Context: an optimization exercise on an open-source flow, tuned for small area, a short achievable clock period and few clock cycles per item. The choices shown serve that exercise and are no tape-out recipe. Function was checked by simulation only, so behaviour that the tests miss may differ from the original.

==> job 1571 <==
==> flow/design.v <==
`timescale 1ns/1ns
package mem_bus_pkg;
    typedef struct packed {
        logic                   cyc;
        logic                   stb;
        logic                   we;
        logic [4-1:0]  sel;
        logic [32-1:0] addr;
        logic [32-1:0] data;
    } bus_req_t;
    typedef struct packed {
        logic                   ack;
        logic                   err;
        logic [32-1:0] data;
    } bus_rsp_t;
    typedef logic [0:0] master_idx_t;
endpackage
`timescale 1ns/1ns
package mem_access_pkg;
    typedef enum logic [1:0] {
        SIZE_BYTE = 2'b00,
        SIZE_HALF = 2'b01,
        SIZE_WORD = 2'b10
    } access_size_e;
    typedef struct packed {
        logic                   we;
        access_size_e           size;
        logic                   is_unsigned;
        logic [32-1:0] addr;
        logic [32-1:0] wdata;
    } cpu_req_t;
endpackage
`timescale 1ns/1ns
module data_bus_master (
    input  logic [1:0]             i_size,
    input  logic                   i_unsigned,
    input  logic [1:0]             i_off,
    input  logic [32-1:0] i_wdata,
    output logic [4-1:0]  o_sel,
    output logic [32-1:0] o_wdata,
    input  logic [32-1:0] i_rword,
    output logic [32-1:0] o_rdata
);
    logic [7:0]  rd_byte;
    logic [15:0] rd_half;
    always_comb begin
        case (i_size)
            2'd0:    o_sel = 4'b0001 << i_off;
            2'd1:    o_sel = i_off[1] ? 4'b1100 : 4'b0011;
            default: o_sel = 4'b1111;
        endcase
    end
    assign o_wdata[7:0]   = i_wdata[7:0];
    assign o_wdata[15:8]  = (i_size == 2'd0) ? i_wdata[7:0] : i_wdata[15:8];
    assign o_wdata[23:16] = i_size[1] ? i_wdata[23:16] : i_wdata[7:0];
    assign o_wdata[31:24] = (i_size == 2'd0) ? i_wdata[7:0] :
                            (i_size == 2'd1) ? i_wdata[15:8] : i_wdata[31:24];
    always_comb begin
        case (i_off)
            2'd0:    rd_byte = i_rword[7:0];
            2'd1:    rd_byte = i_rword[15:8];
            2'd2:    rd_byte = i_rword[23:16];
            default: rd_byte = i_rword[31:24];
        endcase
    end
    assign rd_half = i_off[1] ? i_rword[31:16] : i_rword[15:0];
    always_comb begin
        case (i_size)
            2'd0:    o_rdata = {{24{rd_byte[7] & ~i_unsigned}}, rd_byte};
            2'd1:    o_rdata = {{16{rd_half[15] & ~i_unsigned}}, rd_half};
            default: o_rdata = i_rword;
        endcase
    end
endmodule
`timescale 1ns/1ns
module bus_arbiter (
    input  logic       i_clk,
    input  logic       i_rst_n,
    input  logic       i_c_req,
    input  logic       i_c_we,
    input  logic       i_c_ram,
    input  logic       i_c_gpio,
    input  logic       i_c_bad,
    input  logic       i_c_bank,
    input  logic       i_c_ain,
    input  logic       i_d_req,
    input  logic       i_d_we,
    input  logic       i_d_ram,
    input  logic       i_d_gpio,
    input  logic       i_d_bad,
    input  logic       i_d_bank,
    input  logic       i_d_ain,
    output logic       o_rd_cpu,
    output logic [1:0] o_wb_cpu,
    output logic [1:0] o_wb_dma,
    output logic       o_gw_cpu,
    output logic       o_gw_dma,
    output logic       o_c_ack,
    output logic       o_c_err,
    output logic       o_d_ack,
    output logic       o_d_err
);
    localparam logic [3:0] URGENT = 4'd15;
    logic [3:0] wait_q;
    logic       urg_rd_q;
    logic       urg_wr_q;
    logic       urg_gw_q;
    logic c_rd, c_wr, c_gw;
    logic d_rd, d_wr, d_gw;
    logic c_wr_ok, c_gw_ok;
    logic d_done;
    assign c_rd = i_c_req && !i_c_we && i_c_ram;
    assign c_wr = i_c_req && i_c_we && i_c_ram;
    assign c_gw = i_c_req && i_c_we && i_c_gpio && !i_c_ain;
    assign d_rd = i_d_req && !i_d_we && i_d_ram;
    assign d_wr = i_d_req && i_d_we && i_d_ram;
    assign d_gw = i_d_req && i_d_we && i_d_gpio && !i_d_ain;
    assign o_rd_cpu = i_c_req && !i_c_we && !urg_rd_q;
    assign c_wr_ok  = c_wr && !(urg_wr_q && i_c_bank == i_d_bank);
    assign c_gw_ok  = c_gw && !urg_gw_q;
    assign o_wb_cpu[0] = c_wr_ok && !i_c_bank;
    assign o_wb_cpu[1] = c_wr_ok && i_c_bank;
    assign o_wb_dma[0] = d_wr && !i_d_bank && !o_wb_cpu[0];
    assign o_wb_dma[1] = d_wr && i_d_bank && !o_wb_cpu[1];
    assign o_gw_cpu    = c_gw_ok;
    assign o_gw_dma    = d_gw && !c_gw_ok;
    assign o_c_err = i_c_req && i_c_bad;
    assign o_c_ack = (c_rd && !urg_rd_q) || c_wr_ok || c_gw_ok
                  || (i_c_req && !i_c_we && i_c_gpio);
    assign o_d_err = i_d_req && i_d_bad;
    assign o_d_ack = (d_rd && !o_rd_cpu) || (|o_wb_dma) || o_gw_dma
                  || (i_d_req && !i_d_we && i_d_gpio);
    assign d_done = o_d_ack || o_d_err;
    always_ff @(posedge i_clk) begin
        if (!i_rst_n || !i_d_req || d_done) begin
            wait_q   <= '0;
            urg_rd_q <= 1'b0;
            urg_wr_q <= 1'b0;
            urg_gw_q <= 1'b0;
        end else if (wait_q != URGENT) begin
            wait_q   <= wait_q + 4'd1;
            urg_rd_q <= (wait_q == URGENT - 4'd1) && d_rd;
            urg_wr_q <= (wait_q == URGENT - 4'd1) && d_wr;
            urg_gw_q <= (wait_q == URGENT - 4'd1) && d_gw;
        end
    end
endmodule
`timescale 1ns/1ns
module bus_decoder (
    input  logic [32-1:0] i_addr,
    input  logic                   i_we,
    output logic                   o_ram,
    output logic                   o_gpio,
    output logic                   o_bad
);
    localparam int RAM_AW  = $clog2(1024);
    localparam int GPIO_AW = $clog2(8);
    localparam logic [32-1:0] RAM_BASE_A  = 32'h1000_0000;
    localparam logic [32-1:0] GPIO_BASE_A = 32'hFFFF_FFF8;
    assign o_ram  = i_addr[32-1:RAM_AW] == RAM_BASE_A[32-1:RAM_AW];
    assign o_gpio = i_addr[32-1:GPIO_AW] == GPIO_BASE_A[32-1:GPIO_AW];
    assign o_bad  = !(o_ram || o_gpio) || (o_gpio && i_we && i_addr[2]);
endmodule
`timescale 1ns/1ns
module data_ram (
    input  logic                   i_clk,
    input  logic [7:0]             i_raddr,
    output logic [32-1:0] o_rdata,
    input  logic [1:0][6:0]        i_waddr,
    input  logic [1:0][4-1:0] i_wsel,
    input  logic [1:0][32-1:0] i_wdata
);
    localparam int WORDS = 1024 / 4;
    logic [32-1:0] mem [WORDS];
    for (genvar w = 0; w < WORDS; w++) begin : g_word
        for (genvar l = 0; l < 4; l++) begin : g_lane
            always_ff @(posedge i_clk) begin
                if (i_wsel[w % 2][l] && i_waddr[w % 2] == 7'(w / 2)) begin
                    mem[w][8*l +: 8] <= i_wdata[w % 2][8*l +: 8];
                end
            end
        end
    end
    always_comb begin
        o_rdata = '0;
        for (int w = 0; w < WORDS; w++) begin
            o_rdata = o_rdata | ({32{i_raddr == 8'(w)}} & mem[w]);
        end
    end
endmodule
`timescale 1ns/1ns
module gpio_regs (
    input  logic                   i_clk,
    input  logic                   i_rst_n,
    input  logic                   i_cpu_we,
    input  logic [4-1:0]  i_cpu_sel,
    input  logic [32-1:0] i_cpu_wdata,
    input  logic                   i_dma_we,
    input  logic [4-1:0]  i_dma_sel,
    input  logic [32-1:0] i_dma_wdata,
    output logic [32-1:0]     o_gpio
);
    logic [32-1:0] out_q;
    always_ff @(posedge i_clk) begin
        if (!i_rst_n) begin
            out_q <= '0;
        end else begin
            for (int i = 0; i < 4; i++) begin
                if (i_cpu_we && i_cpu_sel[i]) begin
                    out_q[8*i +: 8] <= i_cpu_wdata[8*i +: 8];
                end else if (i_dma_we && i_dma_sel[i]) begin
                    out_q[8*i +: 8] <= i_dma_wdata[8*i +: 8];
                end
            end
        end
    end
    assign o_gpio = out_q;
endmodule
`timescale 1ns/1ns
module mem_stage_top (
    input  logic                     i_clk,
    input  logic                     i_rst_n,
    input  logic                     i_cpu_req,
    input  logic                     i_cpu_we,
    input  logic [1:0]               i_cpu_size,
    input  logic                     i_cpu_unsigned,
    input  logic [32-1:0]   i_cpu_addr,
    input  logic [32-1:0]   i_cpu_wdata,
    output logic                     o_cpu_ack,
    output logic                     o_cpu_err,
    output logic [32-1:0]   o_cpu_rdata,
    input  logic                     i_dma_cyc,
    input  logic                     i_dma_stb,
    input  logic                     i_dma_we,
    input  logic [4-1:0]    i_dma_sel,
    input  logic [32-1:0]   i_dma_addr,
    input  logic [32-1:0]   i_dma_data,
    output logic                     o_dma_ack,
    output logic                     o_dma_err,
    output logic [32-1:0]   o_dma_data,
    input  logic [32-1:0]       i_gpio,
    output logic [32-1:0]       o_gpio
);
    logic                   d_req;
    logic                   c_ram, c_gpio, c_bad;
    logic                   d_ram, d_gpio, d_bad;
    logic [4-1:0]  c_sel;
    logic [32-1:0] c_wdata;
    logic [32-1:0] c_rword;
    logic                   rd_cpu;
    logic [1:0]             wb_cpu, wb_dma;
    logic                   gw_cpu, gw_dma;
    logic [7:0]             raddr;
    logic [32-1:0] ram_rdata;
    logic [1:0][6:0]        waddr;
    logic [1:0][4-1:0] wsel;
    logic [1:0][32-1:0] wdata;
    assign d_req = i_dma_cyc && i_dma_stb;
    bus_decoder u_cdec (
        .i_addr (i_cpu_addr),
        .i_we   (i_cpu_we),
        .o_ram  (c_ram),
        .o_gpio (c_gpio),
        .o_bad  (c_bad)
    );
    bus_decoder u_ddec (
        .i_addr (i_dma_addr),
        .i_we   (i_dma_we),
        .o_ram  (d_ram),
        .o_gpio (d_gpio),
        .o_bad  (d_bad)
    );
    data_bus_master u_master (
        .i_size     (i_cpu_size),
        .i_unsigned (i_cpu_unsigned),
        .i_off      (i_cpu_addr[1:0]),
        .i_wdata    (i_cpu_wdata),
        .o_sel      (c_sel),
        .o_wdata    (c_wdata),
        .i_rword    (c_rword),
        .o_rdata    (o_cpu_rdata)
    );
    bus_arbiter u_arb (
        .i_clk    (i_clk),
        .i_rst_n  (i_rst_n),
        .i_c_req  (i_cpu_req),
        .i_c_we   (i_cpu_we),
        .i_c_ram  (c_ram),
        .i_c_gpio (c_gpio),
        .i_c_bad  (c_bad),
        .i_c_bank (i_cpu_addr[2]),
        .i_c_ain  (i_cpu_addr[2]),
        .i_d_req  (d_req),
        .i_d_we   (i_dma_we),
        .i_d_ram  (d_ram),
        .i_d_gpio (d_gpio),
        .i_d_bad  (d_bad),
        .i_d_bank (i_dma_addr[2]),
        .i_d_ain  (i_dma_addr[2]),
        .o_rd_cpu (rd_cpu),
        .o_wb_cpu (wb_cpu),
        .o_wb_dma (wb_dma),
        .o_gw_cpu (gw_cpu),
        .o_gw_dma (gw_dma),
        .o_c_ack  (o_cpu_ack),
        .o_c_err  (o_cpu_err),
        .o_d_ack  (o_dma_ack),
        .o_d_err  (o_dma_err)
    );
    assign raddr = rd_cpu ? i_cpu_addr[9:2] : i_dma_addr[9:2];
    for (genvar b = 0; b < 2; b++) begin : g_bank
        assign waddr[b] = wb_cpu[b] ? i_cpu_addr[9:3] : i_dma_addr[9:3];
        assign wsel[b]  = wb_cpu[b] ? c_sel : (wb_dma[b] ? i_dma_sel : '0);
        assign wdata[b] = wb_cpu[b] ? c_wdata : i_dma_data;
    end
    data_ram u_ram (
        .i_clk   (i_clk),
        .i_raddr (raddr),
        .o_rdata (ram_rdata),
        .i_waddr (waddr),
        .i_wsel  (wsel),
        .i_wdata (wdata)
    );
    gpio_regs u_gpio (
        .i_clk       (i_clk),
        .i_rst_n     (i_rst_n),
        .i_cpu_we    (gw_cpu),
        .i_cpu_sel   (c_sel),
        .i_cpu_wdata (c_wdata),
        .i_dma_we    (gw_dma),
        .i_dma_sel   (i_dma_sel),
        .i_dma_wdata (i_dma_data),
        .o_gpio      (o_gpio)
    );
    assign c_rword    = !c_gpio ? ram_rdata : (i_cpu_addr[2] ? i_gpio : o_gpio);
    assign o_dma_data = !d_gpio ? ram_rdata : (i_dma_addr[2] ? i_gpio : o_gpio);
endmodule
==> flow/run.sh <==
#!/bin/bash
# synth_recipe.tcl (not shown) runs the flow's synth.tcl, then flattens the netlist and writes it again
# the make line also repeats each setting of config.mk as NAME=value (left out here)
make -C /OpenROAD-flow-scripts/flow DESIGN_CONFIG=/design/flow/config.mk WORK_HOME=/design/flow/orfs CLKGATE_MAP_FILE= SYNTH_SCRIPT=/design/flow/synth_recipe.tcl finish
==> flow/config.mk <==
export PLATFORM = sky130hd
export DESIGN_NAME = mem_stage_top
export DESIGN_NICKNAME = mem_stage_top
export VERILOG_FILES = /design/flow/design.v
export SDC_FILE = /design/flow/constraint.sdc
export NUM_CORES = 8
export LEC_CHECK = 0
export CAP_MARGIN = 20
export CORE_MARGIN = 2
export CORE_UTILIZATION = 45
export PLACE_DENSITY = 0.6
export SLEW_MARGIN = 20
export SYNTH_MEMORY_MAX_BITS = 16384
==> flow/constraint.sdc <==
create_clock -name core_clock -period 10.0 [get_ports {i_clk}]
set_input_delay 2.0000 -clock core_clock [delete_from_list [all_inputs] [get_ports {i_clk}]]
set_output_delay 2.0000 -clock core_clock [all_outputs]
set_load 0.01 [all_outputs]
==> inputs of job 5481, as changes to job 1571 <==
- CORE_UTILIZATION: 45 -> 35
- PLACE_DENSITY: 0.6 -> 0.5
- SETUP_SLACK_MARGIN: default -> 2.5
==> comparison <==
Job 1571 did not get past global routing on GRT-0116. Job 5481 stopped in global routing. Synthesized cell count is the same in job 1571 and job 5481. Area after synthesis is the same in job 1571 and job 5481.
Testbench counts of job 1571, summed over its fixed seeds: cycles 3,200, items 4,800.
Testbench counts of job 5481, summed over its fixed seeds: cycles 3,200, items 4,800.
